Background: an optimization exercise with open tools, aiming at small area. Do not read the settings as production practice. Only simulation tests tie the RTL to the original design; equivalence was not proved.

the previous run:
## robotSensorTop
module robotSensorTop #(
	parameter int       WindowCycles = 500000,
	parameter int       GapTicks     = 20,
	parameter logic [3:0] DirInvert    = 4'b0110  
) (
	input  logic     CLOCK_50,
	input  logic     reset,
	input  logic [3:0] encA,
	input  logic [3:0] encB,
	input  logic     turretEncA,
	input  logic     laserSync,
	input  logic     laserSign,
	output logic [63:0] speed,  
	output logic [3:0] direction,
	output logic [15:0]    beamStart,
	output logic [15:0]    beamEnd,
	output logic     beamValid,
	output logic     newTurn
);
	logic [3:0] axisARise;
	logic [3:0] axisBRise;
	logic [3:0] axisBLevel;
	logic     turretTick;
	logic     turretSync;
	logic     beamSign;
	logic windowEnd;
	logic markStart;
	logic markEnd;
	logic commit;
	logic gapHold;
	logic gapExit;
	inputSync inputSync_inst (
		.CLOCK_50   (CLOCK_50),
		.reset      (reset),
		.encA       (encA),
		.encB       (encB),
		.turretEncA (turretEncA),
		.laserSync  (laserSync),
		.laserSign  (laserSign),
		.axisARise  (axisARise),
		.axisBRise  (axisBRise),
		.axisBLevel (axisBLevel),
		.turretTick (turretTick),
		.turretSync (turretSync),
		.beamSign   (beamSign)
	);
	windowTimer windowTimer_inst (
		.CLOCK_50  (CLOCK_50),
		.reset     (reset),
		.windowEnd (windowEnd)
	);
	axisSpeed #(.DirInvert(DirInvert)) axisSpeed_inst (
		.CLOCK_50  (CLOCK_50),
		.reset     (reset),
		.axisARise (axisARise),
		.axisBRise (axisBRise),
		.axisBLevel(axisBLevel),
		.windowEnd (windowEnd),
		.speed     (speed),
		.direction (direction)
	);
	beamFilter beamFilter_inst (
		.CLOCK_50  (CLOCK_50),
		.reset     (reset),
		.turretTick(turretTick),
		.beamSign  (beamSign),
		.markStart (markStart),
		.markEnd   (markEnd),
		.gapHold   (gapHold),
		.gapExit   (gapExit),
		.commit    (commit),
		.beamValid (beamValid)
	);
	beamCapture beamCapture_inst (
		.CLOCK_50  (CLOCK_50),
		.reset     (reset),
		.turretTick(turretTick),
		.turretSync(turretSync),
		.markStart (markStart),
		.markEnd   (markEnd),
		.gapHold   (gapHold),
		.gapExit   (gapExit),
		.commit    (commit),
		.beamStart (beamStart),
		.beamEnd   (beamEnd),
		.newTurn   (newTurn)
	);
endmodule
clock: 20.0 ns
lec_check: 0
cap_margin: 20
core_margin: 2
core_utilization: 70
slew_margin: 20
standard.sh (not shown) runs the stock make flow with config.mk's settings and CLKGATE_MAP_FILE= SYNTH_SCRIPT=/design/flow/synth_recipe.tcl, a recipe that flattens the netlist after the stock synthesis.
==> flow/flow/run.sh <==
#!/bin/bash
# Standard ORFS layout (the standard.sh) with three changes that only
# affect area:
#  - synthesis uses an area-oriented ABC script and leaves adders to ABC
#    (flow/synth_area.tcl, flow/area.abc); registers are mapped exactly as in
#    the standard synthesis, ABC only maps the logic between them
#  - ports are buffered with sky130_fd_sc_hd__buf_1
#  - CTS clusters up to 15 sinks under clkbuf_8 leaf buffers, no dummy loads
set -euo pipefail
FLOWDIR="$(cd "$(dirname "${BASH_SOURCE[0]}")" && pwd)"
export AREA_ABC_SCRIPT="$FLOWDIR/area.abc"
bash standard.sh \
  "SYNTH_SCRIPT=$FLOWDIR/synth_area.tcl" \
  "BUFFER_PORTS_ARGS=-buffer_cell sky130_fd_sc_hd__buf_1" \
  "CTS_ARGS=-sink_clustering_enable -repair_clock_nets -dont_use_dummy_load -sink_clustering_size 15 -sink_clustering_max_diameter 60 -buf_list sky130_fd_sc_hd__clkbuf_8" \
  finish > orfs_make.log 2>&1
==> flow/flow/area.abc <==
strash
dc2
dc2
&get -n
&dch -f
&nf -R 1000
&put
strash
dc2
&get -n
&dch -f
&nf -R 1000
&put
==> flow/flow/synth_area.tcl <==
# The standard flow's synthesis script with an area-oriented ABC script and no half/full
# adder extraction (adders are left to ABC as plain logic)
proc synth {args} { yosys synth -nofsm -noshare {*}$args }
proc extract_fa {args} { puts "extract_fa skipped" }
proc abc {args} {
  set i [lsearch -exact $args -script]
  if { $i >= 0 } {
    set args [lreplace $args $i [expr {$i + 1}] -script $::env(AREA_ABC_SCRIPT)]
  }
  yosys abc {*}$args
}
source $::env(SCRIPTS_DIR)/synth.tcl
# left out here: clear keep_hierarchy, flatten, clean up, hide names made inside functions, write 1_2_yosys.v
Per the final summary, the previous run finished and its layout is clean on timing, DRC and antenna.
Setup changes, the previous run to the current run
Settings: CAP_MARGIN changed from 20 to 0; SLEW_MARGIN changed from 20 to 0.
==> flow/flow/run.sh <==
#!/bin/bash
# Standard ORFS layout (the standard.sh) with three changes that only
# affect area:
#  - synthesis uses an area-oriented ABC script and leaves adders to ABC
#    (flow/synth_area.tcl, flow/area.abc); registers are mapped exactly as in
#    the standard synthesis, ABC only maps the logic between them
#  - ports are buffered with sky130_fd_sc_hd__buf_1
#  - CTS clusters up to 20 sinks under clkbuf_8 leaf buffers, no dummy loads
set -euo pipefail
FLOWDIR="$(cd "$(dirname "${BASH_SOURCE[0]}")" && pwd)"
export AREA_ABC_SCRIPT="$FLOWDIR/area.abc"
bash standard.sh \
  "SYNTH_SCRIPT=$FLOWDIR/synth_area.tcl" \
  "BUFFER_PORTS_ARGS=-buffer_cell sky130_fd_sc_hd__buf_1" \
  "CTS_ARGS=-sink_clustering_enable -repair_clock_nets -dont_use_dummy_load -sink_clustering_size 20 -sink_clustering_max_diameter 70 -buf_list sky130_fd_sc_hd__clkbuf_8" \
  finish > orfs_make.log 2>&1
==> flow/flow/area.abc <==
strash
dc2
dc2
&get -n
&deepsyn -T 40
&put
strash
&get -n
&dch -f
&nf -R 1000
&put
strash
&get -n
&deepsyn -T 40
&put
strash
&get -n
&dch -f
&nf -R 1000
&put
[summary]
The final layout from the current run, which completed every stage, passed the timing, design-rule and antenna checks at the end of the flow.
Summary of the current run over the previous run: critical path required time about even, final instance area fell about 1.7%, filler cell count fell 2.1%, worst slack on hold paths rose 4.7 ps.
[the current run] synthesized area per cell rose 5.1% relative to the previous run
Diff the current run and the previous run: total global routing track utilization higher in the previous run
The lower post-route minimum period came out of the previous run.
Any difference in data-path buffer share of cell area in the final layout between the current run and the previous run is small enough to ignore.
Buffers plus inverters on the worst setup path in the current run vs the previous run: down 1
Count of mapped cells out of synthesis in the current run is about 6% below the previous run.

[port drivers added, routing unchanged]
Ports are ideal in the flow. The routed layouts listed here were re-timed in OpenROAD.
Step 1 (the two cells are an assumption about what drives the block):
set clk [get_ports {CLOCK_50}]
set_driving_cell -lib_cell sky130_fd_sc_hd__clkbuf_16 $clk
set_driving_cell -lib_cell sky130_fd_sc_hd__buf_2 [delete_from_list [all_inputs] $clk]
Step 2 moves the port delays by t, midway between the first and last clock arrival at a register: inputs arrive t later, outputs are due t later. That takes back most of the time a late clock gives input paths.
Three values: no drivers, after step 1, after step 2; two values: the first two.
| run | t, ns | setup slack, ns | worst hold slack (ns) | worst setup path at the end | clock arrival spread, ns |
|---|---|---|---|---|---|
| the previous run | 0.579 | 12.104 / 12.121 / 11.542 | 0.328 / 0.328 / 0.328 | input to register | 0.027 / 0.027 |
| the current run | 0.572 | 12.087 / 12.106 / 11.534 | 0.333 / 0.333 / 0.333 | input to register | 0.027 / 0.028 |
After both steps every run listed still meets setup and hold. The setup slack of the previous run, which loses most, moves by +0.017 ns with the drivers and by -0.562 ns with both steps.
